What follows belongs to an exercise in optimizing a design on an open flow for small area, a short achievable clock period and few clock cycles per item; a production flow would make more cautious choices.
In this exercise RTL edits were held to simulation tests only and were not proved equivalent to the original.
No activity file was given, so power comes from the tool's default toggle rates.

Setup of build 39:
// soc_curve_interp_validate
module soc_curve_interp_validate #(
  parameter int NUM_POINTS = 8
) (
  input  logic        clk,
  input  logic        rst,
  input  logic        cfg_wen,
  input  logic        cfg_index,
  input  logic [7:0]  cfg_data,
  input  logic        in_valid,
  output logic        in_ready,
  input  logic [19:0] in_data,
  output logic        out_valid,
  input  logic        out_ready,
  output logic [15:0] out_data
);
For scale: ~990 cells after synthesis, about 140 flip-flops, roughly 52 I/O pins.
clock: 10.0 ns
lec_check: 0
abc_area: 1
cap_margin: 20
core_margin: 2
core_utilization: 50
cts_buf_list: sky130_fd_sc_hd__clkbuf_8
cts_cluster_diameter: 150
cts_cluster_size: 50
setup_slack_margin: 5
slew_margin: 20
standard.sh (not shown) runs the stock make flow with config.mk's settings and CLKGATE_MAP_FILE= SYNTH_SCRIPT=/design/flow/synth_recipe.tcl, a recipe that flattens the netlist after the stock synthesis.
==> flow/flow/run.sh <==
#!/bin/bash
set -euo pipefail
MARGIN=${FLOW_SETUP_MARGIN:-6.6}
export BUFFER_PORTS_ARGS="-buffer_cell sky130_fd_sc_hd__buf_1"
sed "s/SETUP_SLACK_MARGIN=[0-9.]*/SETUP_SLACK_MARGIN=${MARGIN}/" standard.sh > standard_margin.sh
bash standard_margin.sh > standard.log 2>&1
Testbench counts of build 39, summed over its fixed seeds: cycles 3,376, items 3,200.
#### Input delta (build 16 over build 39)
-- flow/flow/run.sh --
<<< build 39, line 2
set -euo pipefail
MARGIN=${FLOW_SETUP_MARGIN:-6.6}
export BUFFER_PORTS_ARGS="-buffer_cell sky130_fd_sc_hd__buf_1"
>>> build 16, line 2
set -euo pipefail
MARGIN=${FLOW_SETUP_MARGIN:-6.3}
export BUFFER_PORTS_ARGS="-buffer_cell sky130_fd_sc_hd__buf_1"
### Flow results
- Comparing build 16 against build 39, there is no change at all in antenna diode instance count.
- Going from build 39 to build 16, initial detailed-routing violation count has decreased, clock skew has remained practically unchanged.
- Build 39 vs build 16, critical path startpoint: eseg[0] vs v[4]
- From build 39 to build 16 the numbers moved as follows: number of fillers in the final layout now larger; sequential share of layout area now larger.
- Changes observed in build 16 relative to build 39: final design instance area without fill now smaller; top achievable clock speed lost 0.022 GHz.
--- input diff build 16..build 11 ---
-- flow/flow/run.sh --
<<< build 16, line 2
set -euo pipefail
MARGIN=${FLOW_SETUP_MARGIN:-6.3}
export BUFFER_PORTS_ARGS="-buffer_cell sky130_fd_sc_hd__buf_1"
>>> build 11, line 2
set -euo pipefail
MARGIN=${FLOW_SETUP_MARGIN:-6.7}
export BUFFER_PORTS_ARGS="-buffer_cell sky130_fd_sc_hd__buf_1"
-- flow/config.mk --
<<< build 16, line 16
export SLEW_MARGIN = 20
>>> build 11, line 16
export SLEW_MARGIN = 20
export TNS_END_PERCENT = 0
Findings:
Build 11 vs build 16: via count up
Comparing post-route clock period utilization for build 11 and build 16, the smaller number came from build 11.
Share of the final layout cell area in multi-input gates essentially unchanged between build 11 and build 16.
Input-level comparison between build 71 and build 11:
-- flow/flow/run.sh --
<<< build 11, line 2
set -euo pipefail
MARGIN=${FLOW_SETUP_MARGIN:-6.7}
export BUFFER_PORTS_ARGS="-buffer_cell sky130_fd_sc_hd__buf_1"
>>> build 71, line 2
set -euo pipefail
MARGIN=${FLOW_SETUP_MARGIN:-6.6}
export BUFFER_PORTS_ARGS="-buffer_cell sky130_fd_sc_hd__buf_1"
-- flow/config.mk --
<<< build 11, line 10
export CORE_MARGIN = 2
export CORE_UTILIZATION = 50
export CTS_BUF_LIST = sky130_fd_sc_hd__clkbuf_8
>>> build 71, line 10
export CORE_MARGIN = 2
export CORE_UTILIZATION = 40
export CTS_BUF_LIST = sky130_fd_sc_hd__clkbuf_8
<<< build 11, line 16
export SLEW_MARGIN = 20
export TNS_END_PERCENT = 0
>>> build 71, line 16
export SLEW_MARGIN = 20
[summary]
- Against build 11 as the reference, build 71 delivers a lower quantity of gates resized following cts.
- Power: build 71 draws more than build 11
- Compared to build 11, build 71 has starting density of the core 10 points lower.
### build 71 -> build 6
-- flow/flow/run.sh --
<<< build 71, line 2
set -euo pipefail
MARGIN=${FLOW_SETUP_MARGIN:-6.6}
export BUFFER_PORTS_ARGS="-buffer_cell sky130_fd_sc_hd__buf_1"
>>> build 6, line 2
set -euo pipefail
MARGIN=${FLOW_SETUP_MARGIN:-7.0}
export BUFFER_PORTS_ARGS="-buffer_cell sky130_fd_sc_hd__buf_1"
Results
Both conditions hold for build 6: the flow ran to the end and the final layout passed the timing, DRC and antenna checks. Delta (build 6 minus build 71): combinational power +17%, overall fraction of global-route tracks in use ~0 delta, fraction of power consumed by the clock network -1.2 points, share of the final layout cell area in sequential cells -2.5 points, synthesized cell area ~0 delta. Diff build 71 -> build 6 | critical path depth | increase of 4.

-- what the ideal ports hide --
How much do the figures lean on ideal ports? The routed layouts below were timed once more, with nothing changed but the port constraints. Step 1: set_driving_cell puts a clkbuf_16 on clk and a buf_2 on each other input, an assumption about the parent block. Step 2, shift: input delay + t, output delay - t, t = (earliest + latest rising clock arrival at the registers) / 2. This alone moves slack from input paths to output paths. Slacks: no drivers / after step 1 / after step 2; pairs: no drivers / after step 1.
run | t (ns) | setup slack, ns | clock arrival spread, ns
build 39 | 0.489 | 6.860 / 6.860 / 6.438 | 0.017 / 0.017
build 16 | 0.493 | 6.628 / 6.628 / 6.441 | 0.016 / 0.016
build 11 | 0.492 | 6.807 / 6.807 / 6.461 | 0.018 / 0.018
build 71 | 0.484 | 6.785 / 6.785 / 6.463 | 0.021 / 0.020
build 6 | 0.494 | 6.993 / 6.990 / 6.706 | 0.023 / 0.023
After both steps every run listed still meets setup and hold. For build 39, which loses most, drivers alone change the setup slack by 0.000 ns; drivers and shift together by -0.422 ns.
